What follows belongs to an exercise in optimizing a design on an open flow for small area; a production flow would make more cautious choices. In this exercise RTL edits were held to simulation tests only and were not proved equivalent to the original. No activity file was given, so power comes from the tool's default toggle rates.

==> config.mk <==
export PLATFORM = sky130hd
export DESIGN_NAME = risc_reg_file
export DESIGN_NICKNAME = risc_reg_file
export VERILOG_FILES = /design/flow/design.v
export SDC_FILE = /design/flow/constraint.sdc
export NUM_CORES = 4
export LEC_CHECK = 0
export CAP_MARGIN = 20
export CORE_MARGIN = 2
export CORE_UTILIZATION = 40
export SLEW_MARGIN = 20
==> constraint.sdc <==
create_clock -name core_clock -period 7.0 [get_ports {clk}]
set_input_delay 1.4000 -clock core_clock [delete_from_list [all_inputs] [get_ports {clk}]]
set_output_delay 1.4000 -clock core_clock [all_outputs]
set_load 0.01 [all_outputs]
==> design.v <==
module risc_reg_file #(
  parameter int DATA_W = 32,
  parameter int ADDR_W = 5,
  parameter int NREG   = 32
) (
  input  logic              clk,
  input  logic              rst_n,
  input  logic [ADDR_W-1:0] rs_addr,
  input  logic [ADDR_W-1:0] rt_addr,
  output logic [DATA_W-1:0] rs_data,
  output logic [DATA_W-1:0] rt_data,
  input  logic              wr_en,
  input  logic [ADDR_W-1:0] wr_addr,
  input  logic [DATA_W-1:0] wr_data,
  input  logic              hilo_we,
  input  logic [DATA_W-1:0] mult_high_in,
  input  logic [DATA_W-1:0] mult_low_in,
  output logic [DATA_W-1:0] hi_out,
  output logic [DATA_W-1:0] lo_out,
  input  logic              flag_we,
  input  logic [3:0]        flags_in,
  output logic [3:0]        flags_out
);
  logic [DATA_W-1:0] regs_q [NREG];
  logic [DATA_W-1:0] regs_d [NREG];
  logic [DATA_W-1:0] hi_q, hi_d, lo_q, lo_d;
  logic [3:0]        flags_q, flags_d;
  logic              wr_valid_s;
  logic              byp_valid_s;
  always_comb begin
    wr_valid_s  = wr_en && (wr_addr != {ADDR_W{1'b0}});
    byp_valid_s = wr_valid_s && rst_n;
  end
  always_comb begin
    for (int i = 0; i < NREG; i++) begin
      regs_d[i] = regs_q[i];
    end
    if (wr_valid_s) begin
      regs_d[wr_addr] = wr_data;
    end else begin
      regs_d[0] = {DATA_W{1'b0}};
    end
    regs_d[0] = {DATA_W{1'b0}};
    if (hilo_we) begin
      hi_d = mult_high_in;
      lo_d = mult_low_in;
    end else begin
      hi_d = hi_q;
      lo_d = lo_q;
    end
    if (flag_we) begin
      flags_d = flags_in;
    end else begin
      flags_d = flags_q;
    end
  end
  always_ff @(posedge clk or negedge rst_n) begin
    if (!rst_n) begin
      for (int i = 0; i < NREG; i++) begin
        regs_q[i] <= {DATA_W{1'b0}};
      end
      hi_q    <= {DATA_W{1'b0}};
      lo_q    <= {DATA_W{1'b0}};
      flags_q <= 4'b0000;
    end else begin
      for (int i = 0; i < NREG; i++) begin
        regs_q[i] <= regs_d[i];
      end
      hi_q    <= hi_d;
      lo_q    <= lo_d;
      flags_q <= flags_d;
    end
  end
  always_comb begin
    rs_data = {DATA_W{1'b0}};
    if (rs_addr == {ADDR_W{1'b0}}) begin
      rs_data = {DATA_W{1'b0}};
    end else if (byp_valid_s && (wr_addr == rs_addr)) begin
      rs_data = wr_data;
    end else begin
      rs_data = regs_q[rs_addr];
    end
  end
  always_comb begin
    rt_data = {DATA_W{1'b0}};
    if (rt_addr == {ADDR_W{1'b0}}) begin
      rt_data = {DATA_W{1'b0}};
    end else if (byp_valid_s && (wr_addr == rt_addr)) begin
      rt_data = wr_data;
    end else begin
      rt_data = regs_q[rt_addr];
    end
  end
  assign hi_out    = hi_q;
  assign lo_out    = lo_q;
  assign flags_out = flags_q;
endmodule
==> run.sh <==
#!/bin/bash
# synth_recipe.tcl (not shown) runs the flow's synth.tcl, then flattens the netlist and writes it again
# the make line also repeats each setting of config.mk as NAME=value (left out here)
make -C /OpenROAD-flow-scripts/flow DESIGN_CONFIG=/design/flow/config.mk WORK_HOME=/design/flow/orfs CLKGATE_MAP_FILE= SYNTH_SCRIPT=/design/flow/synth_recipe.tcl finish
==> results of run 1 <==
## layout make-up
cell class / count / area (um2)
repair buffers: 542 / 4890
flip-flops and latches: 1060 / 26500
multi-input cells: 3155 / 26600
inverters: 4 / 15.0
fillers: 12300 / 71100
well taps: 1781 / 2230
clock buffers: 171 / 3480
diodes: 37 / 92.6
clock inverters: 49 / 744
## state kept, by name, summed over array words and instances, names as in the netlist
register and count:
regs_q 992, hi_q 32, lo_q 32, flags_q 4
## placed cells by master, fill, tap and decap left out, types with 10 or more instances in the layout
master / Yosys / routed
o21ai_1: 24 / 24
clkdlybuf4s50_1: 0 / 223
nor4_1: 54 / 52
clkbuf_1: 242 / 24
nor2_4: 5 / 71
nor3_1: 22 / 22
a22oi_1: 528 / 528
nand2_1: 155 / 143
a31o_2: 10 / 10
clkinv_2: 0 / 17
clkbuf_16: 0 / 121
nand4b_1: 15 / 15
a31oi_1: 12 / 12
nand3_1: 106 / 102
nand3b_1: 16 / 16
mux2_2: 1052 / 1052
a221oi_1: 39 / 39
o31ai_1: 38 / 38
diode_2: 0 / 37
mux2i_1: 10 / 10
a2111oi_2: 12 / 12
clkbuf_8: 0 / 26
nand4_1: 111 / 111
a21oi_1: 72 / 72
nor2_1: 62 / 11
dfrtp_1: 1060 / 1060
mux2_1: 12 / 12
a2111oi_0: 131 / 131
bufinv_16: 0 / 16
and3_1: 443 / 443
buf_4: 22 / 268
buf_2: 162 / 25
nand2_2: 0 / 12
buf_12: 0 / 20
o21ai_0: 38 / 38
nand2b_1: 16 / 15
## synth_stat cells, types with 7 or more instances
cell,instances
a22o_1,7
a31o_2,10
a21oi_1,72
nand4_1,111
mux2_1,12
nand3_1,106
nor4_1,54
a32oi_1,8
nor3_1,22
o21ai_0,38
a211oi_1,7
nor2b_1,13
buf_1,41
o21ai_1,24
buf_6,18
clkbuf_1,242
and3b_1,8
a22oi_1,528
a221oi_1,39
and3_1,443
buf_2,162
nand3b_1,16
nand4b_1,15
buf_4,22
a2111oi_2,12
nor2_1,62
nor2_2,22
a2111oi_0,131
a31oi_1,12
mux2_2,1052
dfrtp_1,1060
nand2_1,155
o31ai_1,38
nand2b_1,16
mux2i_1,10
## power breakdown
group | switching, mW | internal [mW]
combinational | 1.41 | 1.41
sequential | 1.18 | 7.29
clock | 2.81 | 4.03
## kinds of logic (layout without fill, tap and decap cells)
| group | count (synthesis) | in the layout | share of synthesized area, % |
|---|---|---|---|
| AOI/OAI and AO/OA | 963 | 963 | 13.2 |
| xor gates and xnor gates | 10 | 10 | 0.160 |
| buffers and inverters | 490 | 766 | 4.13 |
| DFF | 1060 | 1060 | 48.5 |
| muxes | 1074 | 1074 | 22.1 |
| other | 0 | 37 | 0 |
| and+or+nand+nor | 1108 | 1108 | 11.9 |
## worst max-delay path: cells and delay by family
family / cells / cell delay [ns]
buffers and inverters: 5 / 1.67
AND/OR/NAND/NOR: 4 / 1.54
AO/OA/AOI/OAI: 2 / 0.75
## metrics by stage
step	setup slack [ns]	power, mW	hold WS (ns)
final	0.208	18.1	0.463
after global routing	0.307	18.6	0.467
after CTS	0.500	17.9	0.458
after detailed placement	0.503	11.2	0.494
after global placement	0.520	11.1	0.489
after floorplan	2.59	9.63	0.473
## how the worst max path moves through the flow
| stage | from | endpoint | slack, ns |
|---|---|---|---|
| floorplan | rs_addr[0] | rs_data[3] | 2.59 |
| CTS | rt_addr[3] | rt_data[8] | 0.50 |
| global placement | rt_addr[3] | rt_data[8] | 0.52 |
| detailed placement | rt_addr[3] | rt_data[8] | 0.50 |
| global route | rt_addr[3] | rt_data[9] | 0.31 |
| finish | rt_addr[3] | rt_data[8] | 0.21 |
## metal layers
| layer | wire length, um | global-route usage, % | vias to the layer above |
|---|---|---|---|
| met5 | 295 | 0.240 | - |
| met1 | 104000 | 50.0 | 25400 |
| met4 | 24200 | 25.6 | 20 |
| met2 | 112000 | 53.8 | 5210 |
| li1 | - | - | 18500 |
| met3 | 45900 | 19.5 | 1568 |
==> flow_summary.yaml, run 1 <==
status:
  status: "no timing/DRC/antenna violations"
floorplanning:
  die_w_um: 374
  std_cell_rows: 135
  initial_core_util_pct: 40.4
  coreArea_um2: 136000
  die-area_um2: 140000
  io_pins: 252
  die_h_um: 374
clock_network:
  post_cts_resized: 0
  cts_tree: "yes"
  postCtsSetupBuffers: 0
  hold_buffers: 0
  clkLatencyLatePin_ns: 0.77
  cts.sinks: 1060
  cts.clk_slew.worst_paths_ns: 0.06
  cts_root_buf: "clkbuf_16"
  cts_made_buffers: 118
  cts_buffer_depth: 3
  htree_levels: 3
timing:
  setup_viol: 0
  min_period_ns: 6.79
  rsz0062_at_grt: "no"
  period_share_pct: 97.0
  worst_pin_slew_ns: 1.28
  finalHoldViolations: 0
  drv_slew: 0
  setup-tns-final_ns: 0
  clock_skew_ns: 0
  fmax_mhz: 147
  slew_headroom_pct: 14.8
routing:
  first_pass_iters: 17
  vias: 50700
  routed_wl_um: 287000
  ant_nets: 0
  avgViaCountPerCell: 7.45
  drcViolationCount: 0
  drt_iter0_drc: 10100
  wl_per_cell_um: 42.2
layout:
  final_util_pct: 47.6
  fin_cells: 6799
  area_delta_synth_final_pct: 17.9
  final_area_um2: 64600
  drive_gt1_share_pct: 34.8
  final_nets: 5001
worst_setup_path:
  crit_chain: "buf_2, buf_4, or3_1, nor2_2, buf_4, a22oi_1, nand4_1, nor3_1, o31ai_1, buf_4, clkdlybuf4s50_1"
  r2r_setup_slack_ns: 6.08
  cp.arrival_ns: 5.39
  crit_path_start_kind: "input pin"
  slowest_delay_ns: 0.79
  critPathKind: "in2out"
  reg2reg_depth: 1
  crit_required_ns: 5.60
  cp_common_cell: "buf_4"
  crit_slowest_cell: "nor2_2"
  cp-end-kind: "output pin"
  reg2reg_from: "regs_q[11][29]"
  r2r_end: "regs_q[11][29]"
  worstPathMaxFanout: 11
yosys:
  ys_ff_latch: 1060
  yosysTopAreaCell: "dfrtp_1"
  synth-main-ff-cell: "dfrtp_1"
  syn_inst: 4705
  syn_area_per_cell_um2: 11.6
  synth_edf_count: 0
  yosysWarnings: 3
  synth-seq-area-share_pct: 48.5
  synth_area_um2: 54700
  synth.top_cell.area_share_pct: 48.5
  syn_nets: 4825
  synth_cell_types: 81
  async_flop_share_pct: 100
  synth_area_leaders: "dfrtp_1 (48%), mux2_2 (22%), a22oi_1 (7.2%), and3_1 (5.1%), a2111oi_0 (2.1%)"
flow_run:
  maxCapViolations: 0
power:
  ir_worst_vdd_mv: 0.228
  cellLeakagePower_nw: 28.9
  p_per_area_nw_per_um2: 281
min_path:
  hp-class: "in2async"
global_route:
  grt_pass1_vias: 47800
  gr-total-overflow: 0
  grt_max_degree: 171
  grt_usage_pct: 39.8
  grt_pass1_wl_um: 391000
  antenna_found_initial: 29
placement:
  gp_congestion: 1.01
  dp_hpwl_um: 177000
  dp.cells: 6540
  place_area_um2: 60300
  place.port_buffers: 251
==> run 2: changes to the inputs <==
==> design.v (replaced) <==
module risc_reg_file #(
  parameter int DATA_W = 32,
  parameter int ADDR_W = 5,
  parameter int NREG   = 32
) (
  input  logic              clk,
  input  logic              rst_n,
  input  logic [ADDR_W-1:0] rs_addr,
  input  logic [ADDR_W-1:0] rt_addr,
  output logic [DATA_W-1:0] rs_data,
  output logic [DATA_W-1:0] rt_data,
  input  logic              wr_en,
  input  logic [ADDR_W-1:0] wr_addr,
  input  logic [DATA_W-1:0] wr_data,
  input  logic              hilo_we,
  input  logic [DATA_W-1:0] mult_high_in,
  input  logic [DATA_W-1:0] mult_low_in,
  output logic [DATA_W-1:0] hi_out,
  output logic [DATA_W-1:0] lo_out,
  input  logic              flag_we,
  input  logic [3:0]        flags_in,
  output logic [3:0]        flags_out
);
  logic [DATA_W-1:0] regs_q [1:NREG-1];
  logic [NREG-1:1]   vld_q;
  logic [NREG-1:1]   wsel;
  logic [DATA_W-1:0] hi_q, lo_q;
  logic [3:0]        flags_q;
  always_comb begin
    for (int i = 1; i < NREG; i++)
      wsel[i] = wr_en && (wr_addr == ADDR_W'(i));
  end
  always_ff @(posedge clk) begin
    for (int i = 1; i < NREG; i++)
      if (wsel[i]) regs_q[i] <= wr_data;
  end
  always_ff @(posedge clk or negedge rst_n) begin
    if (!rst_n) vld_q <= '0;
    else        vld_q <= vld_q | wsel;
  end
  always_ff @(posedge clk or negedge rst_n) begin
    if (!rst_n) begin
      hi_q    <= '0;
      lo_q    <= '0;
      flags_q <= '0;
    end else begin
      if (hilo_we) begin
        hi_q <= mult_high_in;
        lo_q <= mult_low_in;
      end
      if (flag_we) flags_q <= flags_in;
    end
  end
  logic byp_rs, byp_rt;
  logic [NREG-1:1] sel_rs, sel_rt;
  always_comb begin
    byp_rs = rst_n && wr_en && (wr_addr == rs_addr) && (rs_addr != '0);
    byp_rt = rst_n && wr_en && (wr_addr == rt_addr) && (rt_addr != '0);
    for (int i = 1; i < NREG; i++) begin
      sel_rs[i] = (rs_addr == ADDR_W'(i)) && vld_q[i] && !byp_rs;
      sel_rt[i] = (rt_addr == ADDR_W'(i)) && vld_q[i] && !byp_rt;
    end
  end
  logic [DATA_W-1:0] regs_t [NREG];
  always_comb begin
    for (int b = 0; b < DATA_W; b++) begin
      regs_t[0][b] = wr_data[b];
      for (int i = 1; i < NREG; i++)
        regs_t[i][b] = regs_q[i][b];
    end
  end
  for (genvar b = 0; b < DATA_W; b++) begin : g_rd
    logic [NREG-1:0] col;
    for (genvar i = 0; i < NREG; i++) begin : g_col
      assign col[i] = regs_t[i][b];
    end
    rf_rd_bit u_rs (.sel({sel_rs, byp_rs}), .d(col), .y(rs_data[b]));
    rf_rd_bit u_rt (.sel({sel_rt, byp_rt}), .d(col), .y(rt_data[b]));
  end
  assign hi_out    = hi_q;
  assign lo_out    = lo_q;
  assign flags_out = flags_q;
endmodule
module rf_rd_bit (
  input  logic [31:0] sel,
  input  logic [31:0] d,
  output logic        y
);
  logic [11:0] n;
  for (genvar k = 0; k < 10; k++) begin : g_aoi
    rf_aoi222 u (.a0(sel[3*k]), .b0(d[3*k]), .a1(sel[3*k+1]), .b1(d[3*k+1]),
                 .a2(sel[3*k+2]), .b2(d[3*k+2]), .y(n[k]));
  end
  rf_nand2 u_n30 (.a({sel[30], d[30]}), .y(n[10]));
  rf_nand2 u_n31 (.a({sel[31], d[31]}), .y(n[11]));
  logic [2:0] m;
  rf_nand4 u_m0 (.a(n[3:0]), .y(m[0]));
  rf_nand4 u_m1 (.a(n[7:4]), .y(m[1]));
  rf_nand4 u_m2 (.a(n[11:8]), .y(m[2]));
  rf_or3   u_o  (.a(m), .y(y));
endmodule
module rf_aoi222 (
  input  logic a0, b0, a1, b1, a2, b2,
  output logic y
);
  assign y = ~((a0 & b0) | (a1 & b1) | (a2 & b2));
endmodule
module rf_nand2 (
  input  logic [1:0] a,
  output logic       y
);
  assign y = ~&a;
endmodule
module rf_nand4 (
  input  logic [3:0] a,
  output logic       y
);
  assign y = ~&a;
endmodule
module rf_or3 (
  input  logic [2:0] a,
  output logic       y
);
  assign y = |a;
endmodule
--- a/config.mk
+++ b/config.mk
@@ -9,3 +9,4 @@
 export CORE_MARGIN = 2
 export CORE_UTILIZATION = 40
 export SLEW_MARGIN = 20
+export SYNTH_HIERARCHICAL = 1
==> run 2 against run 1 <==
Effect of this change:
- clock power decreased by 15%
- cell area decreased by 18%
- still clean
- final cell count decreased by 35%
- clock-buffer cell count decreased by 25
- largest cell class is now registers
==> flow_summary.yaml, run 2 <==
clock_network:
  cts.sinks: 1091
  cts_made_buffers: 113
  postCtsSetupBuffers: 0
  hold_buffers: 0
  post_cts_resized: 0
  cts_tree: "yes"
  htree_levels: 3
  cts_buffer_depth: 3
  cts.clk_slew.worst_paths_ns: 0.06
  clkLatencyLatePin_ns: 0.68
  cts_root_buf: "clkbuf_16"
global_route:
  grt_usage_pct: 30.3
  grt_pass1_wl_um: 239000
  grt_pass1_vias: 33000
  antenna_found_initial: 5
  grt_max_degree: 78
  gr-total-overflow: 0
floorplanning:
  die_h_um: 332
  die_w_um: 332
  std_cell_rows: 120
  coreArea_um2: 107000
  die-area_um2: 110000
  initial_core_util_pct: 40.3
  io_pins: 252
routing:
  drcViolationCount: 0
  wl_per_cell_um: 38.7
  avgViaCountPerCell: 7.38
  routed_wl_um: 172000
  vias: 32800
  first_pass_iters: 13
  drt_iter0_drc: 7491
  ant_nets: 0
timing:
  setup-tns-final_ns: 0
  period_share_pct: 97.5
  fmax_mhz: 147
  timing.hold.ws_ns: 0.505
  clock_skew_ns: 0
  setup_viol: 0
  finalHoldViolations: 0
  worst_pin_slew_ns: 1.25
  rsz0062_at_grt: "no"
  slew_headroom_pct: 16.6
  min_period_ns: 6.83
  drv_slew: 0
placement:
  place.port_buffers: 251
  gp_congestion: 0.895
  dp.cells: 4240
  dp_hpwl_um: 99400
yosys:
  synth_most_common_cell: "edfxtp_1"
  synth_edf_count: 992
  yosysTopAreaCell: "edfxtp_1"
  syn_inst: 2463
  syn_area_per_cell_um2: 17.5
  synth_area_leaders: "edfxtp_1 (69%), a222oi_1 (15%), dfrtp_1 (5.7%), nand4_1 (2.9%), mux2_2 (1.8%)"
  synth.top_cell.area_share_pct: 69.1
  async_flop_share_pct: 9.07
  yosysWarnings: 9
  syn_nets: 2583
  synth_cell_types: 37
  synth-seq-area-share_pct: 74.8
  synth-main-ff-cell: "edfxtp_1"
  synth_area_um2: 43100
  synth_commonest_cells: "edfxtp_1 (992), a222oi_1 (640), nand4_1 (200), nand2_1 (183), dfrtp_1 (99)"
  ys_ff_latch: 1091
layout:
  area_delta_synth_final_pct: 22.1
  top_register: "regs_q"
  layout_commonest_cell: "edfxtp_1"
  most-common-layout-cells: "edfxtp_1 (992), a222oi_1 (640), clkdlybuf4s50_1 (236)"
  largest_reg_flops: 992
  antennaDiodeCount: 0
  n_fill_cell: 8878
  reg_top3: "regs_q: 992 flops, hi_q: 32 flops, lo_q: 32 flops"
  fin_cells: 4449
  final_nets: 3074
  drive_gt1_share_pct: 17.4
worst_setup_path:
  crit_path_start_kind: "input pin"
  cp.arrival_ns: 5.43
  critPathKind: "in2out"
  cp-end-kind: "output pin"
  crit_required_ns: 5.60
  worstPathMaxFanout: 16
power:
  p_per_area_nw_per_um2: 271
  cellLeakagePower_nw: 16.6
  ir_worst_vdd_mv: 0.210
flow_run:
  maxCapViolations: 0
status:
  status: "no timing/DRC/antenna violations"
min_path:
  hp-class: "reg2reg"
[run 2: cell types whose count changed in the layout (fill, tap and decap cells not counted), moves of 40 or more]
cell	before	now
buf_4	268	137
a21oi_1	72	1
a222oi_1	3	640
nor4_1	52	0
and3_1	443	0
nand3_1	102	21
nand4_1	111	200
mux2_2	1052	68
nand2_1	143	183
a22oi_1	528	0
or3_1	4	64
dfrtp_1	1060	99
edfxtp_1	0	992
a2111oi_0	131	0
[run 2: cell families (layout without fill, tap and decap cells)]
group / Yosys count / count (layout) / synth area share, %
DFF: 1091 / 1091 / 74.8
AOI/OAI and AO/OA: 646 / 646 / 15.1
and+or+nand+nor: 621 / 621 / 7.76
muxes: 68 / 68 / 1.78
buffers and inverters: 29 / 612 / 0.397
xor gates and xnor gates: 8 / 8 / 0.206
[run 2: worst max-delay path, stage by stage]
cell and delay [ns]:
clkdlybuf4s50_1 0.71, xor2_1 0.43, nor3_4 0.10, buf_12 0.18, nor4_4 0.98, buf_4 0.44, a222oi_1 0.17, nand4_1 0.21
or3_1 0.20, clkdlybuf4s50_1 0.57
[run 2: layout make-up]
| cell class | instances | area (um2) | share of cell area, % |
|---|---|---|---|
| clock buffer | 146 | 3020 | 5.73 |
| sequential | 1091 | 32300 | 61.3 |
| multi-input combinational | 1343 | 11300 | 21.5 |
| tap | 1403 | 1760 | 3.33 |
| timing repair buffer | 404 | 3800 | 7.22 |
| clock inverter | 61 | 510 | 0.969 |
| inverter | 1 | 6.26 | 0.0119 |
[run 2: metrics by stage]
step	total power, mW	util, %	setup WS [ns]	instance area (um2)
CTS	14.3	49.2	0.273	52700
global route	14.6	49.2	0.113	52700
detailed placement	8.57	45.9	0.273	49100
floorplan	7.86	-	0.374	43100
finish	14.3	49.2	0.175	52700
global placement	8.54	45.9	0.251	49100
[run 2: path summary, 6_finish.rpt]
path	start	to	slack, ns	depth (start not counted)
setup / recovery	wr_addr[0]	rt_data[27]	0.17	10
hold / removal	vld_q[28]	vld_q[28]	0.51	1
setup reg to reg	vld_q[8]	vld_q[8]	6.12	1
hold reg to reg	vld_q[28]	vld_q[28]	0.51	1
max in group asynchronous	rst_n	lo_q[2]	5.38	3
min in group asynchronous	rst_n	vld_q[13]	0.62	1
[run 2: routing by layer]
layer	wire, um	GRT usage [%]
met4	12700	19.8
met1	54800	35.7
met3	24600	8.09
met2	80000	48.9
met5	106	0.261
[run 2: Yosys stat by module (local to each module, per instance), a selection]
module         area (um2)  flops+latches  cells
rf_nand2             3.75              0      1
rf_nand4             6.26              0      1
rf_aoi222            10.0              0      1
risc_reg_file       34600           1091   1439
rf_or3               6.26              0      1
[run 2: report_power, final]
part | leakage (nW) | internal (mW) | switching, mW | total, mW
Combinational | 4.83 | 0.457 | 0.630 | 1.09
Clock | 1.72 | 3.28 | 2.54 | 5.82
Sequential | 10.1 | 7.26 | 0.0992 | 7.36
==> run 3: changes to the inputs <==
==> flow/run.sh (new file) <==
#!/bin/bash
# The standard layout, with smaller port buffers and a clock tree of
# larger sink clusters without dummy loads. Each ORFS step keeps its own log
# under orfs/logs/; make's own output goes to make.log.
set -euo pipefail
export BUFFER_PORTS_ARGS="-buffer_cell sky130_fd_sc_hd__buf_1"
export CTS_ARGS="-sink_clustering_enable -repair_clock_nets -dont_use_dummy_load -buf_list sky130_fd_sc_hd__clkbuf_16 -sink_clustering_size 30 -sink_clustering_max_diameter 80"
bash standard.sh > make.log 2>&1
==> standard.sh (new file) <==
#!/bin/bash
# synth_recipe.tcl (not shown) runs the flow's synth.tcl, then flattens the netlist and writes it again
# the make line also repeats each setting of config.mk as NAME=value (left out here)
make -C /OpenROAD-flow-scripts/flow DESIGN_CONFIG=/design/flow/config.mk WORK_HOME=/design/flow/orfs CLKGATE_MAP_FILE= SYNTH_SCRIPT=/design/flow/synth_recipe.tcl "${@:-finish}"
--- a/config.mk
+++ b/config.mk
@@ -5,8 +5,9 @@
 export SDC_FILE = /design/flow/constraint.sdc
 export NUM_CORES = 4
 export LEC_CHECK = 0
-export CAP_MARGIN = 20
+export CAP_MARGIN = 5
 export CORE_MARGIN = 2
 export CORE_UTILIZATION = 40
-export SLEW_MARGIN = 20
+export GPL_TIMING_DRIVEN = 0
+export SLEW_MARGIN = 5
 export SYNTH_HIERARCHICAL = 1
removed: run.sh
==> run 3 against run 2 <==
Effect of this change:
- the layout now fails its checks (max-capacitance violations, max-slew violations)
- register-to-register slack better by 0.03 ns
- combinational power decreased by 16%
- die area unchanged
- largest cell class unchanged
- highest routed layer unchanged
==> flow_summary.yaml, run 3 <==
status:
  status: "complete, but fails checks"
  checkFailReasons: "max-capacitance violations, max-slew violations"
placement:
  pre_cts_ws_ns: 0.670
  place.port_buffers: 243
  gp_congestion: 0.860
  dp.cells: 4367
  dp_hpwl_um: 118000
floorplanning:
  io_pins: 252
  die_w_um: 332
  std_cell_rows: 120
  die-area_um2: 110000
  die_h_um: 332
  initial_core_util_pct: 40.3
  coreArea_um2: 107000
power:
  ir_worst_vdd_mv: 0.241
  p_per_area_nw_per_um2: 226
  finalPower_mw: 11.4
  cellLeakagePower_nw: 15.8
global_route:
  grt_max_degree: 40
  gr-total-overflow: 0
  grt_pass1_vias: 32600
  grt_pass1_wl_um: 224000
  grt_usage_pct: 27.8
  antenna_found_initial: 3
yosys:
  synth_cell_types: 37
  synth_area_um2: 43100
  yosysWarnings: 9
  synth_area_leaders: "edfxtp_1 (69%), a222oi_1 (15%), dfrtp_1 (5.7%), nand4_1 (2.9%), mux2_2 (1.8%)"
  synth-main-ff-cell: "edfxtp_1"
  synth_most_common_cell: "edfxtp_1"
  synth-seq-area-share_pct: 74.8
  yosysTopAreaCell: "edfxtp_1"
  syn_area_per_cell_um2: 17.5
  synth_commonest_cells: "edfxtp_1 (992), a222oi_1 (640), nand4_1 (200), nand2_1 (183), dfrtp_1 (99)"
  ys_ff_latch: 1091
  async_flop_share_pct: 9.07
  synth_edf_count: 992
  syn_nets: 2583
  synth.top_cell.area_share_pct: 69.1
  syn_inst: 2463
routing:
  routed_wl_um: 160000
  avgViaCountPerCell: 7.35
  vias: 32500
  first_pass_iters: 13
  ant_nets: 0
  drt_iter0_drc: 7853
  drcViolationCount: 0
  wl_per_cell_um: 36.1
clock_network:
  cts_tree: "yes"
  cts_buffer_depth: 3
  hold_buffers: 0
  htree_levels: 2
  clkLatencyLatePin_ns: 0.63
  cts.sinks: 1091
  cts.clk_slew.worst_paths_ns: 0.07
  cts_root_buf: "clkbuf_16"
  postCtsSetupBuffers: 0
  post_cts_resized: 0
  cts_made_buffers: 49
layout:
  drive_gt1_share_pct: 18.5
  area_delta_synth_final_pct: 17.1
  ff_latch_area_um2: 32300
  layout_commonest_cell: "edfxtp_1"
  largest_reg_flops: 992
  n_fill_cell: 8973
  multiInputGateArea_um2: 11300
  top_register: "regs_q"
  fin_cells: 4420
  most-common-layout-cells: "edfxtp_1 (992), a222oi_1 (640), buf_1 (223)"
  reg_top3: "regs_q: 992 flops, hi_q: 32 flops, lo_q: 32 flops"
  final_nets: 3138
flow_run:
  maxCapViolations: 1
timing:
  setup-tns-final_ns: 0
  drv_slew: 1
  period_share_pct: 92.3
  setup_viol: 0
  rsz0062_at_grt: "no"
  finalHoldViolations: 0
  clock_skew_ns: 0
  slew_headroom_pct: -0.666
  fin_ws_ns: 0.542
  fmax_mhz: 155
  worst_pin_slew_ns: 1.50
  min_period_ns: 6.46
worst_setup_path:
  cp.arrival_ns: 5.06
  critPathKind: "in2out"
  crit_path_start_kind: "input pin"
  cp-end-kind: "output pin"
  worstPathMaxFanout: 10
  crit_required_ns: 5.60
min_path:
  hp-class: "reg2reg"
-- run 3: cell families after synthesis --
logic type	share of synthesized area (%)
simple gates	7.76
xor+xnor	0.206
compound gates	15.1
mux	1.78
buf+inv	0.397
flops	74.8
-- run 3: report_power, final --
group | internal, mW | total, mW | switching [mW]
Combinational | 0.304 | 0.921 | 0.617
Sequential | 7.25 | 7.35 | 0.0923
Clock | 1.25 | 3.17 | 1.92
-- run 3: cell type report --
type | count | share of cell area, %
diodes | 1 | 0.00495
plain buffers | 28 | 0.327
clock buffers | 49 | 2.43
inverters | 1 | 0.0124
multi-input cells | 1343 | 22.4
flip-flops and latches | 1091 | 63.9
well taps | 1403 | 3.47
repair buffers | 504 | 7.52
-- run 3: worst max-delay path, cell delays in order --
cell and delay (ns):
buf_1 0.28, xnor2_1 0.16, nand3_1 0.27, a211oi_4 0.86, nor3_2 0.25, buf_6 0.23
buf_4 0.20, buf_6 0.16, a222oi_1 0.35, nand4_1 0.21, or3_1 0.49, buf_1 0.17
-- run 3: metrics by stage --
stage	hold slack (ns)	utilization, %	area, um2
global placement	0.475	42.8	45800
floorplan	0.462	-	43100
global route	0.526	47.2	50500
finish	0.510	47.2	50500
CTS	0.511	47.1	50500
detailed placement	0.490	46.0	49200
-- run 3: Yosys stat by module (local to each module, per instance), excerpt --
module,flops+latches,cells,times used,area [um2]
rf_aoi222,0,1,640,10.0
rf_nand2,0,1,128,3.75
rf_nand4,0,1,192,6.26
rf_or3,0,1,64,6.26
risc_reg_file,1091,1439,1,34600
-- run 3: path summary, 6_finish.rpt --
kind                            depth (start not counted)         end  startpoint  slack [ns]
worst max register to register                          1   vld_q[23]   vld_q[23]        6.15
min in group asynchronous                               1  flags_q[2]       rst_n        0.58
worst max-delay path                                   12  rs_data[3]  wr_addr[2]        0.54
max in group asynchronous                               4    hi_q[14]       rst_n        5.52
worst min-delay path                                    1   vld_q[14]   vld_q[14]        0.51
worst min register to register                          1   vld_q[14]   vld_q[14]        0.51
-- run 3: per-layer routing --
layer / vias up / global-route usage (%) / wire length [um]
li1: 12700 / - / -
met1: 16100 / 32.1 / 51200
met2: 2910 / 47.4 / 77200
met3: 701 / 7.35 / 21100
met4: 8 / 15.0 / 9980
met5: - / 0.304 / 122
==> run 4: changes to the inputs <==
--- a/config.mk
+++ b/config.mk
@@ -5,9 +5,8 @@
 export SDC_FILE = /design/flow/constraint.sdc
 export NUM_CORES = 4
 export LEC_CHECK = 0
-export CAP_MARGIN = 5
+export CAP_MARGIN = 20
 export CORE_MARGIN = 2
 export CORE_UTILIZATION = 40
-export GPL_TIMING_DRIVEN = 0
-export SLEW_MARGIN = 5
+export SLEW_MARGIN = 20
 export SYNTH_HIERARCHICAL = 1
==> run 4 against run 3 <==
Effect of this change:
- now clean on timing, DRC and antenna
- clock-buffer cell count fell by 2
- worst setup slack improved by 0.20 ns
- clock skew did not move
- critical path type unchanged
- critical endpoint is now rs_data[22]
- highest routed layer unchanged
==> flow_summary.yaml, run 4 <==
clock_network:
  cts.clk_slew.worst_paths_ns: 0.09
  clkLatencyLatePin_ns: 0.63
  cts_made_buffers: 47
  post_cts_resized: 0
  cts_tree: "yes"
  cts.sinks: 1091
  cts_root_buf: "clkbuf_16"
  cts_buffer_depth: 3
  htree_levels: 2
  hold_buffers: 0
  postCtsSetupBuffers: 0
routing:
  first_pass_iters: 13
  top_layer: "met5"
  drt_iter0_drc: 7287
  wl_met2_um: 75800
  routed_wl_um: 165000
  drcViolationCount: 0
  wl_per_cell_um: 38.4
  ant_nets: 0
  avgViaCountPerCell: 7.44
  met3_length_um: 23400
  met1_length_um: 54600
  vias: 31900
worst_setup_path:
  critPathKind: "in2out"
  crit_chain: "buf_1, xnor2_1, nand3_1, a211oi_4, buf_4, nor4_2, buf_4, a222oi_1, nand4_1, or3_1, buf_1"
  path_depth: 11
  cp-end-kind: "output pin"
  critPathTopFamily: "buffers and inverters"
  crit_required_ns: 5.60
  worstPathMaxFanout: 32
  cp.buffers_inverters: 4
  r2r_setup_slack_ns: 6.14
  cp.arrival_ns: 4.86
  reg2reg_depth: 1
  slowest_delay_ns: 0.59
  crit_slowest_cell: "a211oi_4"
  crit_path_start_kind: "input pin"
global_route:
  grt_usage_pct: 28.9
  antenna_found_initial: 8
  grt_pass1_vias: 31700
  gr-total-overflow: 0
  grt_max_degree: 89
  grt_pass1_wl_um: 229000
layout:
  layout_commonest_cell: "edfxtp_1"
  top_register: "regs_q"
  fin_cells: 4290
  final_nets: 3007
  drive_gt1_share_pct: 14.2
  final_util_pct: 45.4
  most-common-layout-cells: "edfxtp_1 (992), a222oi_1 (640), buf_1 (248)"
  reg_top3: "regs_q: 992 flops, hi_q: 32 flops, lo_q: 32 flops"
  largest_reg_flops: 992
  area_delta_synth_final_pct: 12.7
floorplanning:
  die_h_um: 332
  initial_core_util_pct: 40.3
  std_cell_rows: 120
  io_pins: 252
  die_w_um: 332
  die-area_um2: 110000
  coreArea_um2: 107000
power:
  pwr-share-clk_pct: 27.5
  ir_worst_vdd_mv: 0.187
  combPwrFrac_pct: 7.9
  cellLeakagePower_nw: 14.8
  p_switching_mw: 2.63
  swShare_pct: 23.1
  seqPwrFrac_pct: 64.6
  p_per_area_nw_per_um2: 234
  p_int_mw: 8.74
placement:
  gp_congestion: 0.946
  dp_hpwl_um: 93100
  place.port_buffers: 251
  dp.cells: 4241
  pre_cts_ws_ns: 0.843
min_path:
  hp-class: "reg2reg"
  hold_depth: 1
yosys:
  syn_nets: 2583
  synth_cell_types: 37
  syn_inst: 2463
  synth_most_common_cell: "edfxtp_1"
  synth_area_um2: 43100
  syn_area_per_cell_um2: 17.5
  synth_area_leaders: "edfxtp_1 (69%), a222oi_1 (15%), dfrtp_1 (5.7%), nand4_1 (2.9%), mux2_2 (1.8%)"
  ys_ff_latch: 1091
  synth_commonest_cells: "edfxtp_1 (992), a222oi_1 (640), nand4_1 (200), nand2_1 (183), dfrtp_1 (99)"
  async_flop_share_pct: 9.07
  synth-main-ff-cell: "edfxtp_1"
  synth-seq-area-share_pct: 74.8
  synth.top_cell.area_share_pct: 69.1
  synth_edf_count: 992
  yosysTopAreaCell: "edfxtp_1"
  yosysWarnings: 9
timing:
  setup-tns-final_ns: 0
  fin_ws_ns: 0.737
  min_period_ns: 6.26
  rsz0062_at_grt: "no"
  setup_viol: 0
  period_share_pct: 89.5
  worst_pin_slew_ns: 1.17
  fmax_mhz: 160
  finalHoldViolations: 0
  slew_headroom_pct: 22.0
  drv_slew: 0
  clock_skew_ns: 0
flow_run:
  maxCapViolations: 0
status:
  status: "no timing/DRC/antenna violations"
[run 4: cell count changes in the layout (fill, tap and decap cells not counted), moves of 2 or more]
cell / before / now
clkbuf_1: 8 / 0
buf_6: 51 / 1
buf_8: 24 / 0
buf_12: 37 / 2
buf_2: 14 / 0
clkbuf_2: 20 / 2
clkbuf_16: 49 / 47
buf_16: 4 / 0
buf_1: 223 / 248
[run 4: modules after synthesis, one instance, submodules excluded, a selection]
module,copies in the design,area (um2),cells
risc_reg_file,1,34600,1439
rf_nand2,128,3.75,1
rf_or3,64,6.26,1
rf_nand4,192,6.26,1
rf_aoi222,640,10.0,1
[run 4: worst paths after layout]
kind	endpoint	startpoint
min in group asynchronous	flags_q[0]	rst_n
worst max-delay path	rs_data[22]	rs_addr[1]
worst max register to register	vld_q[12]	vld_q[12]
worst min register to register	hi_q[15]	hi_q[15]
max in group asynchronous	vld_q[15]	rst_n
worst min-delay path	hi_q[15]	hi_q[15]
[run 4: power by group through the flow]
stage,combinational (mW),sequential (mW),clock [mW]
6_report,0.898,7.35,3.13
3_5_place_dp,0.882,7.48,0
3_3_place_gp,0.864,7.48,0
5_1_grt,0.942,7.36,3.36
2_1_floorplan,0.381,7.48,0
4_1_cts,0.884,7.34,3.16
[run 4: cells by family (layout without fill, tap and decap cells)]
family / after synthesis / in the layout / synth area share [%]
AO/OA/AOI/OAI: 646 / 646 / 15.1
XOR/XNOR: 8 / 8 / 0.206
buffers and inverters: 29 / 451 / 0.397
flip-flops: 1091 / 1091 / 74.8
multiplexers: 68 / 68 / 1.78
other: 0 / 2 / 0
AND/OR/NAND/NOR: 621 / 621 / 7.76
[run 4: final cells by class]
type / instances / area [um2]
clock buffer: 47 / 1180
multi-input combinational: 1343 / 11300
antenna: 2 / 5.00
sequential: 1091 / 32300
tap: 1403 / 1760
inverter: 1 / 6.26
timing repair buffer: 403 / 2120
fill: 9200 / 58400
[run 4: through the flow]
| step | area, um2 | power (mW) | hold WS [ns] |
|---|---|---|---|
| final | 48600 | 11.4 | 0.510 |
| after global routing | 48600 | 11.7 | 0.522 |
| after CTS | 48600 | 11.4 | 0.499 |
| after detailed placement | 47400 | 8.37 | 0.486 |
| after global placement | 47400 | 8.34 | 0.484 |
| after floorplan | 43100 | 7.86 | 0.462 |
[run 4: per-layer routing]
layer,GRT usage (%),up-vias
li1,-,12500
met1,34.4,15900
met2,46.2,2928
met3,9.50,680
met4,16.1,8
met5,0,-
==> run 5: changes to the inputs <==
==> flow/run.sh (replaced) <==
#!/bin/bash
# The standard layout, with smaller port buffers and a clock tree of
# larger sink clusters without dummy loads. Each ORFS step keeps its own log
# under orfs/logs/; make's own output goes to make.log.
set -euo pipefail
export BUFFER_PORTS_ARGS="-buffer_cell sky130_fd_sc_hd__buf_1"
export CTS_ARGS="-sink_clustering_enable -repair_clock_nets -dont_use_dummy_load -root_buf sky130_fd_sc_hd__clkbuf_16 -buf_list sky130_fd_sc_hd__clkbuf_8 -sink_clustering_size 20 -sink_clustering_max_diameter 60"
bash standard.sh > make.log 2>&1
==> run 5 against run 4 <==
Effect of this change:
- non-clock buffer count did not move
- utilization rose by 0.11 points
- via count rose by 1.1%
- synthesized area did not move
- clock power rose by 3%
- total power rose by 0.77%
- first-iteration DRC count rose by 0.12%
- maximum frequency rose by 0.33%
- cell area rose by 0.25%
- critical path type unchanged
- die area did not move
==> flow_summary.yaml, run 5 <==
floorplanning:
  initial_core_util_pct: 40.3
  die_w_um: 332
  io_pins: 252
  coreArea_um2: 107000
  std_cell_rows: 120
  die_h_um: 332
  die-area_um2: 110000
clock_network:
  cts_buffer_depth: 3
  cts_tree: "yes"
  post_cts_resized: 0
  cts.sinks: 1091
  hold_buffers: 0
  cts_root_buf: "clkbuf_16"
  cts_made_buffers: 87
  postCtsSetupBuffers: 0
  clkLatencyLatePin_ns: 0.63
  cts.clk_slew.worst_paths_ns: 0.07
  htree_levels: 3
layout:
  largest_reg_flops: 992
  most-common-layout-cells: "edfxtp_1 (992), a222oi_1 (640), buf_1 (248)"
  drive_gt1_share_pct: 15.4
  reg_top3: "regs_q: 992 flops, hi_q: 32 flops, lo_q: 32 flops"
  area_delta_synth_final_pct: 13.0
  fin_cells: 4329
  layout_commonest_cell: "edfxtp_1"
  top_register: "regs_q"
  final_nets: 3047
timing:
  rsz0062_at_grt: "no"
  min_period_ns: 6.24
  worst_pin_slew_ns: 1.18
  slew_headroom_pct: 21.4
  finalHoldViolations: 0
  clock_skew_ns: 0
  period_share_pct: 89.2
  setup_viol: 0
  setup-tns-final_ns: 0
  fmax_mhz: 160
  drv_slew: 0
min_path:
  hp-class: "reg2reg"
routing:
  wl_per_cell_um: 38.2
  drt_iter0_drc: 7296
  vias: 32300
  routed_wl_um: 165000
  first_pass_iters: 14
  avgViaCountPerCell: 7.46
  drcViolationCount: 0
  ant_nets: 0
placement:
  dp_hpwl_um: 93100
  place.port_buffers: 251
  dp.cells: 4241
  gp_congestion: 0.946
worst_setup_path:
  crit_path_start_kind: "input pin"
  worstPathMaxFanout: 32
  cp.arrival_ns: 4.84
  r2r_setup_slack_ns: 6.13
  critPathKind: "in2out"
  cp-end-kind: "output pin"
  crit_required_ns: 5.60
yosys:
  synth.top_cell.area_share_pct: 69.1
  synth-main-ff-cell: "edfxtp_1"
  syn_inst: 2463
  synth_area_leaders: "edfxtp_1 (69%), a222oi_1 (15%), dfrtp_1 (5.7%), nand4_1 (2.9%), mux2_2 (1.8%)"
  ys_ff_latch: 1091
  async_flop_share_pct: 9.07
  yosysWarnings: 9
  synth_most_common_cell: "edfxtp_1"
  syn_area_per_cell_um2: 17.5
  synth_commonest_cells: "edfxtp_1 (992), a222oi_1 (640), nand4_1 (200), nand2_1 (183), dfrtp_1 (99)"
  synth_cell_types: 37
  syn_nets: 2583
  synth-seq-area-share_pct: 74.8
  synth_edf_count: 992
  yosysTopAreaCell: "edfxtp_1"
  synth_area_um2: 43100
status:
  status: "no timing/DRC/antenna violations"
power:
  pwr-share-clk_pct: 28.0
  p_switching_mw: 2.69
  finalPower_mw: 11.5
  cellLeakagePower_nw: 14.9
  p_int_mw: 8.77
  seqPwrFrac_pct: 64.1
  p_per_area_nw_per_um2: 235
  swShare_pct: 23.5
  ir_worst_vdd_mv: 0.149
  combPwrFrac_pct: 7.8
global_route:
  grt_max_degree: 89
  grt_pass1_wl_um: 230000
  antenna_found_initial: 9
  gr-total-overflow: 0
  grt_usage_pct: 29.0
  grt_pass1_vias: 32000
flow_run:
  maxCapViolations: 0
## run 5: cell counts after synthesis
Identical to the previous run, type by type.
## run 5: cell families after synthesis
| kind of cell | Yosys count | share of synthesized area [%] |
|---|---|---|
| flip-flops | 1091 | 74.8 |
| AO/OA/AOI/OAI | 646 | 15.1 |
| AND/OR/NAND/NOR | 621 | 7.76 |
| multiplexers | 68 | 1.78 |
| buffers and inverters | 29 | 0.397 |
| XOR/XNOR | 8 | 0.206 |
## run 5: cell type report
type | count | area [um2]
Antenna cell | 1 | 2.50
Sequential cell | 1091 | 32300
Fill cell | 9207 | 58300
Clock buffer | 87 | 1300
Tap cell | 1403 | 1760
Timing Repair Buffer | 403 | 2120
Multi-Input combinational cell | 1343 | 11300
Inverter | 1 | 6.26
## run 5: layer usage
metal,up-vias,share of wire [%],global-route usage (%)
met5,-,0.027,0.130
met3,678,14,8.87
li1,12500,-,-
met4,8,6.3,16.5
met2,2976,46,46.6
met1,16100,33,34.6
## run 5: final timing paths
kind,depth (start not counted),to,from
max,11,rs_data[22],rs_addr[1]
min,1,hi_q[7],hi_q[7]
max reg2reg,1,vld_q[12],vld_q[12]
min reg2reg,1,hi_q[7],hi_q[7]
max in group asynchronous,2,vld_q[3],rst_n
min in group asynchronous,1,flags_q[2],rst_n
## run 5: power by group through the flow
stage	Combinational [mW]	Clock [mW]	Sequential (mW)
final	0.898	3.21	7.35
after global routing	0.940	3.45	7.36
after CTS	0.884	3.23	7.34
after detailed placement	0.882	0	7.48
after global placement	0.864	0	7.48
after floorplan	0.381	0	7.48
## run 5: per-module statistics from Yosys, one instance, submodules excluded, excerpt
module / cells inside / cell area, um2 / copies in the design / flops+latches
rf_nand2: 1 / 3.75 / 128 / 0
rf_nand4: 1 / 6.26 / 192 / 0
rf_or3: 1 / 6.26 / 64 / 0
risc_reg_file: 1439 / 34600 / 1 / 1091
rf_aoi222: 1 / 10.0 / 640 / 0
## run 5: critical path, cell delays in order
cell and delay [ns]:
buf_1 0.37, xnor2_1 0.19, nand3_1 0.29, a211oi_4 0.59
buf_4 0.26, nor4_2 0.05, buf_4 0.36, a222oi_1 0.39
nand4_1 0.26, or3_1 0.50, buf_1 0.17
## run 5: per-stage QoR
step / hold WS (ns) / setup slack [ns] / instance area, um2 / util (%)
after global placement: 0.484 / 0.923 / 47400 / 44.3
final: 0.511 / 0.758 / 48700 / 45.5
after floorplan: 0.462 / 0.374 / 43100 / -
after detailed placement: 0.486 / 0.843 / 47400 / 44.3
after CTS: 0.505 / 0.831 / 48700 / 45.5
after global routing: 0.518 / 0.605 / 48700 / 45.5
==> run 6: changes to the inputs <==
--- a/design.v
+++ b/design.v
@@ -23,20 +23,40 @@
 );
   logic [DATA_W-1:0] regs_q [1:NREG-1];
   logic [NREG-1:1]   vld_q;
-  logic [NREG-1:1]   wsel;
+  logic [NREG-1:1]   wsel, wsel_n;
   logic [DATA_W-1:0] hi_q, lo_q;
   logic [3:0]        flags_q;
-  always_comb begin
-    for (int i = 1; i < NREG; i++)
-      wsel[i] = wr_en && (wr_addr == ADDR_W'(i));
+  rf_wdec u_wdec (.wr_en(wr_en), .wr_addr(wr_addr), .wsel(wsel), .wsel_n(wsel_n));
+  logic [DATA_W-1:0] regs_d [1:NREG-1];
+  for (genvar i = 1; i < NREG; i++) begin : g_gpr
+    for (genvar b = 0; b < DATA_W; b++) begin : g_bit
+      rf_ao22 u (.a0(wsel[i]), .b0(wr_data[b]), .a1(wsel_n[i]), .b1(regs_q[i][b]),
+                 .y(regs_d[i][b]));
+    end
   end
   always_ff @(posedge clk) begin
     for (int i = 1; i < NREG; i++)
-      if (wsel[i]) regs_q[i] <= wr_data;
+      regs_q[i] <= regs_d[i];
+  end
+  logic [NREG-1:1] vld_d;
+  for (genvar i = 1; i < NREG; i++) begin : g_vld
+    rf_or2 u (.a({vld_q[i], wsel[i]}), .y(vld_d[i]));
   end
   always_ff @(posedge clk or negedge rst_n) begin
     if (!rst_n) vld_q <= '0;
-    else        vld_q <= vld_q | wsel;
+    else        vld_q <= vld_d;
+  end
+  logic [DATA_W-1:0] hi_d, lo_d;
+  logic [3:0]        flags_d;
+  logic              hilo_we_n, flag_we_n;
+  rf_inv u_hilo_we_n (.a(hilo_we), .y(hilo_we_n));
+  rf_inv u_flag_we_n (.a(flag_we), .y(flag_we_n));
+  for (genvar b = 0; b < DATA_W; b++) begin : g_hilo
+    rf_ao22 u_hi (.a0(hilo_we), .b0(mult_high_in[b]), .a1(hilo_we_n), .b1(hi_q[b]), .y(hi_d[b]));
+    rf_ao22 u_lo (.a0(hilo_we), .b0(mult_low_in[b]), .a1(hilo_we_n), .b1(lo_q[b]), .y(lo_d[b]));
+  end
+  for (genvar b = 0; b < 4; b++) begin : g_flags
+    rf_ao22 u_fl (.a0(flag_we), .b0(flags_in[b]), .a1(flag_we_n), .b1(flags_q[b]), .y(flags_d[b]));
   end
   always_ff @(posedge clk or negedge rst_n) begin
     if (!rst_n) begin
@@ -44,23 +64,17 @@
       lo_q    <= '0;
       flags_q <= '0;
     end else begin
-      if (hilo_we) begin
-        hi_q <= mult_high_in;
-        lo_q <= mult_low_in;
-      end
-      if (flag_we) flags_q <= flags_in;
+      hi_q    <= hi_d;
+      lo_q    <= lo_d;
+      flags_q <= flags_d;
     end
   end
   logic byp_rs, byp_rt;
   logic [NREG-1:1] sel_rs, sel_rt;
-  always_comb begin
-    byp_rs = rst_n && wr_en && (wr_addr == rs_addr) && (rs_addr != '0);
-    byp_rt = rst_n && wr_en && (wr_addr == rt_addr) && (rt_addr != '0);
-    for (int i = 1; i < NREG; i++) begin
-      sel_rs[i] = (rs_addr == ADDR_W'(i)) && vld_q[i] && !byp_rs;
-      sel_rt[i] = (rt_addr == ADDR_W'(i)) && vld_q[i] && !byp_rt;
-    end
-  end
+  rf_rdec u_rdec_rs (.rst_n(rst_n), .wr_en(wr_en), .wr_addr(wr_addr), .rd_addr(rs_addr),
+                     .vld(vld_q), .byp(byp_rs), .sel(sel_rs));
+  rf_rdec u_rdec_rt (.rst_n(rst_n), .wr_en(wr_en), .wr_addr(wr_addr), .rd_addr(rt_addr),
+                     .vld(vld_q), .byp(byp_rt), .sel(sel_rt));
   logic [DATA_W-1:0] regs_t [NREG];
   always_comb begin
     for (int b = 0; b < DATA_W; b++) begin
@@ -80,6 +94,93 @@
   assign hi_out    = hi_q;
   assign lo_out    = lo_q;
   assign flags_out = flags_q;
+endmodule
+module rf_wdec (
+  input  logic        wr_en,
+  input  logic [4:0]  wr_addr,
+  output logic [31:1] wsel,
+  output logic [31:1] wsel_n
+);
+  logic [7:0] hi_n;
+  logic [3:0] lo_n;
+  rf_wpre u_pre (.wr_en(wr_en), .wr_addr(wr_addr), .hi_n(hi_n), .lo_n(lo_n));
+  for (genvar i = 1; i < 32; i++) begin : g_sel
+    rf_nor2 u (.a({hi_n[i/4], lo_n[i%4]}), .y(wsel[i]));
+    rf_inv  u_n (.a(wsel[i]), .y(wsel_n[i]));
+  end
+endmodule
+module rf_wpre (
+  input  logic       wr_en,
+  input  logic [4:0] wr_addr,
+  output logic [7:0] hi_n,
+  output logic [3:0] lo_n
+);
+  always_comb begin
+    for (int k = 0; k < 8; k++) hi_n[k] = !(wr_addr[4:2] == 3'(k));
+    for (int k = 0; k < 4; k++) lo_n[k] = !(wr_en && wr_addr[1:0] == 2'(k));
+  end
+endmodule
+module rf_rdec (
+  input  logic        rst_n,
+  input  logic        wr_en,
+  input  logic [4:0]  wr_addr,
+  input  logic [4:0]  rd_addr,
+  input  logic [31:1] vld,
+  output logic        byp,
+  output logic [31:1] sel
+);
+  logic [7:0] hi;
+  logic [3:0] lo;
+  rf_rpre u_pre (.rst_n(rst_n), .wr_en(wr_en), .wr_addr(wr_addr), .rd_addr(rd_addr),
+                 .byp(byp), .hi(hi), .lo(lo));
+  for (genvar i = 1; i < 32; i++) begin : g_sel
+    rf_and3 u (.a({hi[i/4], lo[i%4], vld[i]}), .y(sel[i]));
+  end
+endmodule
+module rf_rpre (
+  input  logic       rst_n,
+  input  logic       wr_en,
+  input  logic [4:0] wr_addr,
+  input  logic [4:0] rd_addr,
+  output logic       byp,
+  output logic [7:0] hi,
+  output logic [3:0] lo
+);
+  always_comb begin
+    byp = rst_n && wr_en && (wr_addr == rd_addr) && (rd_addr != '0);
+    for (int k = 0; k < 8; k++) hi[k] = (rd_addr[4:2] == 3'(k));
+    for (int k = 0; k < 4; k++) lo[k] = !byp && (rd_addr[1:0] == 2'(k));
+  end
+endmodule
+module rf_or2 (
+  input  logic [1:0] a,
+  output logic       y
+);
+  assign y = |a;
+endmodule
+module rf_ao22 (
+  input  logic a0, b0, a1, b1,
+  output logic y
+);
+  assign y = (a0 & b0) | (a1 & b1);
+endmodule
+module rf_inv (
+  input  logic a,
+  output logic y
+);
+  assign y = ~a;
+endmodule
+module rf_nor2 (
+  input  logic [1:0] a,
+  output logic       y
+);
+  assign y = ~|a;
+endmodule
+module rf_and3 (
+  input  logic [2:0] a,
+  output logic       y
+);
+  assign y = &a;
 endmodule
 module rf_rd_bit (
   input  logic [31:0] sel,
==> flow/run.sh (replaced) <==
#!/bin/bash
# The standard layout, with smaller port buffers and a clock tree of
# larger sink clusters without dummy loads. Each ORFS step keeps its own log
# under orfs/logs/; make's own output goes to make.log.
set -euo pipefail
export BUFFER_PORTS_ARGS="-buffer_cell sky130_fd_sc_hd__buf_1"
export CTS_ARGS="-sink_clustering_enable -repair_clock_nets -dont_use_dummy_load -buf_list sky130_fd_sc_hd__clkbuf_16 -sink_clustering_size 40 -sink_clustering_max_diameter 60"
bash standard.sh > make.log 2>&1
==> run 6 against run 5 <==
Effect of this change:
- final cell count up 22%
- clock skew stayed put
- synthesized area decreased by 3.7%
- sequential power up 14%
- largest cell class unchanged
- still clean
- largest power group unchanged
- sequential cell count is the same
- hold slack worse by 0.024 ns
- synthesized cell count rose by 38%
- critical path type unchanged
==> flow_summary.yaml, run 6 <==
status:
  status: "no timing/DRC/antenna violations"
floorplanning:
  die_h_um: 326
  coreArea_um2: 103000
  io_pins: 252
  die_w_um: 326
  initial_core_util_pct: 40.3
  std_cell_rows: 118
  die-area_um2: 106000
yosys:
  syn_area_per_cell_um2: 12.2
  synth_commonest_cells: "a22o_1 (1060), dfxtp_1 (992), a222oi_1 (640), nand4_1 (192), nand2_1 (134)"
  synth_edf_count: 0
  synth.top_cell.area_share_pct: 47.8
  synth_area_leaders: "dfxtp_1 (48%), a22o_1 (22%), a222oi_1 (15%), dfrtp_1 (6.0%), nand4_1 (2.9%)"
  synth-seq-area-share_pct: 53.8
  async_flop_share_pct: 9.07
  synth_most_common_cell: "a22o_1"
  yosysWarnings: 14
  syn_inst: 3408
  synth_area_um2: 41500
  synth_cell_types: 27
  syn_nets: 3528
  synth-main-ff-cell: "dfxtp_1"
  ys_ff_latch: 1091
  yosysTopAreaCell: "dfxtp_1"
routing:
  drcViolationCount: 0
  avgViaCountPerCell: 7.84
  vias: 41300
  drt_iter0_drc: 9653
  routed_wl_um: 201000
  ant_nets: 0
  first_pass_iters: 13
  wl_per_cell_um: 38.1
timing:
  rsz0062_at_grt: "no"
  period_share_pct: 93.9
  setup_viol: 0
  min_period_ns: 6.57
  timing.hold.ws_ns: 0.487
  finalHoldViolations: 0
  fin_ws_ns: 0.426
  slew_headroom_pct: 18.5
  fmax_mhz: 152
  setup-tns-final_ns: 0
  drv_slew: 0
  clock_skew_ns: 0
  worst_pin_slew_ns: 1.22
worst_setup_path:
  reg2reg_from: "vld_q[17]"
  slowest_delay_ns: 0.76
  critPathKind: "in2out"
  cp.arrival_ns: 5.17
  crit_slowest_cell: "a222oi_1"
  cp_common_cell: "buf_1"
  crit_required_ns: 5.60
  cp.buffers_inverters: 3
  crit_path_start_kind: "input pin"
  worstPathMaxFanout: 32
  cp-end-kind: "output pin"
  crit_chain: "buf_1, xor2_2, nor3_4, a311oi_1, buf_4, and3_2, a222oi_1, nand4_1, or3_1, buf_1"
  critPathTopFamily: "simple AND/OR/NAND/NOR gates"
  critPathLaunch: "wr_addr[4]"
placement:
  dp_hpwl_um: 122000
  dp.cells: 5178
  place.port_buffers: 251
  gp_congestion: 0.962
  pre_cts_ws_ns: 0.717
clock_network:
  post_cts_resized: 0
  cts.sinks: 1091
  htree_levels: 3
  cts_tree: "yes"
  cts_made_buffers: 87
  clkLatencyLatePin_ns: 0.65
  cts_buffer_depth: 3
  cts.clk_slew.worst_paths_ns: 0.08
  hold_buffers: 0
  postCtsSetupBuffers: 0
  cts_root_buf: "clkbuf_16"
layout:
  most-common-layout-cells: "a22o_1 (1060), dfxtp_1 (992), a222oi_1 (640)"
  fin_cells: 5267
  n_fill_cell: 9437
  largest_reg_flops: 992
  drive_gt1_share_pct: 9.45
  layout_commonest_cell: "a22o_1"
  final_util_pct: 46.3
  reg_top3: "regs_q: 992 flops, hi_q: 32 flops, lo_q: 32 flops"
  top_register: "regs_q"
  area_delta_synth_final_pct: 15.1
  final_nets: 4007
min_path:
  hp-class: "reg2reg"
  min-delay-start: "vld_q[6]"
global_route:
  grt_pass1_vias: 37800
  grt_pass1_wl_um: 282000
  antenna_found_initial: 10
  gr-total-overflow: 0
  grt_max_degree: 69
  grt_usage_pct: 35.7
flow_run:
  maxCapViolations: 0
power:
  cellLeakagePower_nw: 19.1
  p_per_area_nw_per_um2: 308
  ir_worst_vdd_mv: 0.203
==> run 6: cell count changes after synthesis, moves of 19 or more <==
cell	before	now
nor3_1	31	2
mux2_2	68	0
a22o_1	0	1060
or2_1	0	31
nand2_1	183	134
inv_1	0	37
and3_1	0	66
dfxtp_1	0	992
nand3_1	21	2
edfxtp_1	992	0
or2_2	34	2
==> run 6: worst paths after layout <==
check	endpoint	slack (ns)	cells past startpoint
max in group asynchronous	lo_q[29]	4.82	3
setup reg to reg	vld_q[17]	6.22	1
hold / removal	vld_q[6]	0.49	1
setup / recovery	rt_data[23]	0.43	10
min in group asynchronous	vld_q[16]	0.55	1
hold reg to reg	vld_q[6]	0.49	1
==> run 6: metrics by stage <==
stage / power (mW) / instance area [um2]
floorplan: 9.39 / 41500
global placement: 10.2 / 45600
detailed placement: 10.3 / 45600
CTS: 14.6 / 47800
global route: 15.2 / 47800
finish: 14.7 / 47800
==> run 6: routing by layer <==
metal | GRT usage (%) | up-vias | share of wire, %
met4 | 19.6 | 4 | 6.4
met2 | 48.2 | 3830 | 39
met5 | 0 | - | 0.015
met3 | 12.1 | 650 | 16
li1 | - | 16500 | -
met1 | 49.6 | 20400 | 39
==> run 6: final cells by class <==
type                            count  area, um2  area share, %
Multi-Input combinational cell   2274      19300           40.4
Timing Repair Buffer              396       2130           4.46
Sequential cell                  1091      22300           46.7
Clock buffer                       87       2180           4.55
Antenna cell                        2       5.00         0.0105
Inverter                           37        139          0.290
Tap cell                         1380       1730           3.61
==> run 6: cells by family after synthesis <==
kind of cell,share of synthesized area (%)
AOI/OAI and AO/OA,37.9
xor gates and xnor gates,0.313
buffers and inverters,0.479
DFF,53.8
and+or+nand+nor,7.49
==> run 6: power by group <==
| part | leakage (nW) | switching (mW) | internal [mW] |
|---|---|---|---|
| combinational | 8.60 | 0.944 | 0.957 |
| clock | 1.07 | 2.23 | 2.19 |
| sequential | 9.44 | 0.980 | 7.42 |
==> run 6: per-module statistics from Yosys (local to each module, per instance), excerpt <==
module | flops+latches | times used
rf_ao22 | 0 | 1060
rf_inv | 0 | 33
rf_nand2 | 0 | 128
rf_nor2 | 0 | 31
rf_or2 | 0 | 31
rf_or3 | 0 | 64
rf_wpre | 0 | 1
risc_reg_file | 1091 | 1
==> run 7: changes to the inputs <==
==> flow/run.sh (replaced) <==
#!/bin/bash
# The standard layout, with smaller port buffers and a clock tree of
# larger sink clusters without dummy loads. Each ORFS step keeps its own log
# under orfs/logs/; make's own output goes to make.log.
set -euo pipefail
export BUFFER_PORTS_ARGS="-buffer_cell sky130_fd_sc_hd__buf_1"
export CTS_ARGS="-sink_clustering_enable -repair_clock_nets -dont_use_dummy_load -buf_list sky130_fd_sc_hd__clkbuf_16 -sink_clustering_size 30 -sink_clustering_max_diameter 80"
bash standard.sh > make.log 2>&1
--- a/config.mk
+++ b/config.mk
@@ -7,6 +7,6 @@
 export LEC_CHECK = 0
 export CAP_MARGIN = 20
 export CORE_MARGIN = 2
-export CORE_UTILIZATION = 40
+export CORE_UTILIZATION = 45
 export SLEW_MARGIN = 20
 export SYNTH_HIERARCHICAL = 1
==> run 7 against run 6 <==
Effect of this change:
- still clean on timing, DRC and antenna
- sequential share of layout area rose by 1.1 points
- global-route usage rose by 5.4 points
- clock-buffer cell count fell by 36
- clock power fell by 24%
- total power fell by 7.4%
- synthesized area did not move
- sequential power barely moved
- highest routed layer unchanged
==> flow_summary.yaml, run 7 <==
floorplanning:
  die_w_um: 308
  die_h_um: 308
  io_pins: 252
  std_cell_rows: 111
  initial_core_util_pct: 45.4
  coreArea_um2: 91500
  die-area_um2: 94800
clock_network:
  cts_buffer_depth: 3
  post_cts_resized: 0
  cts_made_buffers: 51
  cts_root_buf: "clkbuf_16"
  clkLatencyLatePin_ns: 0.66
  cts_tree: "yes"
  hold_buffers: 0
  cts.sinks: 1091
  htree_levels: 2
  cts.clk_slew.worst_paths_ns: 0.09
  postCtsSetupBuffers: 0
yosys:
  syn_area_per_cell_um2: 12.2
  syn_nets: 3528
  synth-seq-area-share_pct: 53.8
  synth.top_cell.area_share_pct: 47.8
  synth_commonest_cells: "a22o_1 (1060), dfxtp_1 (992), a222oi_1 (640), nand4_1 (192), nand2_1 (134)"
  synth_area_leaders: "dfxtp_1 (48%), a22o_1 (22%), a222oi_1 (15%), dfrtp_1 (6.0%), nand4_1 (2.9%)"
  synth_area_um2: 41500
  yosysWarnings: 14
  syn_inst: 3408
  synth_edf_count: 0
  ys_ff_latch: 1091
  synth_cell_types: 27
  synth_most_common_cell: "a22o_1"
  yosysTopAreaCell: "dfxtp_1"
  synth-main-ff-cell: "dfxtp_1"
  async_flop_share_pct: 9.07
timing:
  fin_ws_ns: 0.308
  setup_viol: 0
  period_share_pct: 95.6
  slew_headroom_pct: 16.5
  fmax_mhz: 149
  clock_skew_ns: 0
  finalHoldViolations: 0
  setup-tns-final_ns: 0
  rsz0062_at_grt: "no"
  min_period_ns: 6.69
  drv_slew: 0
  worst_pin_slew_ns: 1.25
placement:
  place.port_buffers: 251
  pre_cts_ws_ns: 0.632
  gp_congestion: 0.920
  dp_hpwl_um: 122000
global_route:
  grt_pass1_wl_um: 285000
  antenna_found_initial: 10
  grt_pass1_vias: 38100
  grt_usage_pct: 41.1
  grt_max_degree: 70
  gr-total-overflow: 0
layout:
  final_nets: 3982
  top_register: "regs_q"
  drive_gt1_share_pct: 8.58
  most-common-layout-cells: "a22o_1 (1060), dfxtp_1 (992), a222oi_1 (640)"
  layout_commonest_cell: "a22o_1"
  area_delta_synth_final_pct: 12.6
  reg_top3: "regs_q: 992 flops, hi_q: 32 flops, lo_q: 32 flops"
  largest_reg_flops: 992
worst_setup_path:
  critPathKind: "in2out"
  crit_path_start_kind: "input pin"
  crit_slowest_cell: "and3_2"
  worstPathMaxFanout: 32
  crit_required_ns: 5.60
  crit_chain: "buf_1, buf_4, nor3_2, nor4_1, a211oi_1, and3_2, a222oi_1, nand4_1, or3_1, buf_1"
  cp.arrival_ns: 5.29
  cp_common_cell: "buf_1"
  slowest_delay_ns: 1.19
  cp-end-kind: "output pin"
min_path:
  hp-class: "reg2reg"
routing:
  vias: 41200
  avgViaCountPerCell: 8.16
  wl_per_cell_um: 40.5
  routed_wl_um: 205000
  first_pass_iters: 17
  drcViolationCount: 0
  ant_nets: 0
  drt_iter0_drc: 9751
power:
  ir_worst_vdd_mv: 0.195
  p_per_area_nw_per_um2: 291
  cellLeakagePower_nw: 18.7
status:
  status: "no timing/DRC/antenna violations"
flow_run:
  maxCapViolations: 0
-- run 7: cells by family after synthesis --
kind of cell              after synthesis  share of synthesized area (%)
and+or+nand+nor                       556                           7.49
DFF                                  1091                           53.8
buffers and inverters                  43                          0.479
AOI/OAI and AO/OA                    1710                           37.9
xor gates and xnor gates                8                          0.313
-- run 7: final cells by class --
cell class              instances  area, um2
diodes                          3       7.51
clock buffers                  51       1280
repair buffers                407       2220
flip-flops and latches       1091      22300
multi-input cells            2274      19300
fillers                      8075      44800
inverters                      37        139
well taps                    1186       1480
-- run 7: report_power, final --
| part | switching, mW | internal, mW | leakage [nW] |
|---|---|---|---|
| clock | 2.05 | 1.30 | 0.628 |
| combinational | 0.948 | 0.959 | 8.66 |
| sequential | 0.952 | 7.41 | 9.44 |
-- run 7: metal layers --
| metal | up-vias | wire, um | GRT usage [%] |
|---|---|---|---|
| met4 | 12 | 15800 | 26.5 |
| met1 | 20100 | 74700 | 54.3 |
| met2 | 3856 | 81200 | 56.2 |
| li1 | 16400 | - | - |
| met5 | - | 92 | 0.310 |
| met3 | 821 | 32700 | 15.1 |
-- run 7: critical path, delay by kind of cell --
family | cells | cell delay (ns)
buf+inv | 3 | 0.50
simple gates | 5 | 2.29
compound gates | 2 | 1.07
-- run 7: modules after synthesis (local to each module, per instance), a selection --
module	flip-flops and latches	area, um2	copies in the design
rf_wpre	0	88.8	1
risc_reg_file	1091	22300	1
rf_aoi222	0	10.0	640
rf_or3	0	6.26	64
rf_nand2	0	3.75	128
rf_nor2	0	3.75	31
rf_nand4	0	6.26	192
rf_ao22	0	8.76	1060
rf_inv	0	3.75	33
rf_or2	0	6.26	31
rf_rpre	0	262	2
rf_and3	0	6.26	62
-- run 7: worst paths after layout --
path                          endpoint  slack, ns       start  cells past startpoint
hold / removal                vld_q[8]       0.48    vld_q[8]                      1
setup reg to reg             vld_q[18]       6.25   vld_q[18]                      1
max in group asynchronous     hi_q[10]       4.97       rst_n                      3
setup / recovery           rt_data[19]       0.31  rt_addr[4]                     10
min in group asynchronous    vld_q[28]       0.78       rst_n                      2
hold reg to reg               vld_q[8]       0.48    vld_q[8]                      1
-- run 7: stage by stage --
| stage | cell area [um2] | utilization (%) | power, mW | std cells | hold WS (ns) |
|---|---|---|---|---|---|
| final | 46800 | 51.1 | 13.6 | 5049 | 0.479 |
| after global routing | 46800 | 51.1 | 14.1 | 5046 | 0.497 |
| after global placement | 45500 | 49.7 | 10.2 | 4995 | 0.455 |
| after detailed placement | 45500 | 49.7 | 10.3 | 4995 | 0.460 |
| after CTS | 46800 | 51.1 | 13.5 | 5046 | 0.480 |
| after floorplan | 41500 | - | 9.39 | 3408 | 0.440 |

[re-timing with driven ports]
The flow's constraints put no driver on any port. The routed layouts listed below were extracted and timed again, unchanged, in two steps.
Step 1 (the two cells are an assumption about what drives the block):
set clk [get_ports {clk}]
set_driving_cell -lib_cell sky130_fd_sc_hd__clkbuf_16 $clk
set_driving_cell -lib_cell sky130_fd_sc_hd__buf_2 [delete_from_list [all_inputs] $clk]
Step 2, shift: input delay + t, output delay - t, t = (earliest + latest rising clock arrival at the registers) / 2. This alone moves slack from input paths to output paths.
a / b / c = no drivers / after step 1 / after step 2; a / b = the first two.
run	shift t [ns]	slack for setup (ns)	cell pins on the clock port's net
run 1	0.853	0.208 / 0.140 / 0.140	1
run 2	0.772	0.175 / 0.138 / 0.138	1
run 3	0.702	0.542 / 0.516 / 0.516	1
run 4	0.728	0.737 / 0.705 / 0.705	1
run 5	0.688	0.758 / 0.726 / 0.726	1
run 6	0.740	0.426 / 0.393 / 0.393	1
run 7	0.734	0.308 / 0.216 / 0.216	1
The setup slack of run 7, which loses most, moves by -0.092 ns with the drivers and by -0.092 ns with both steps.
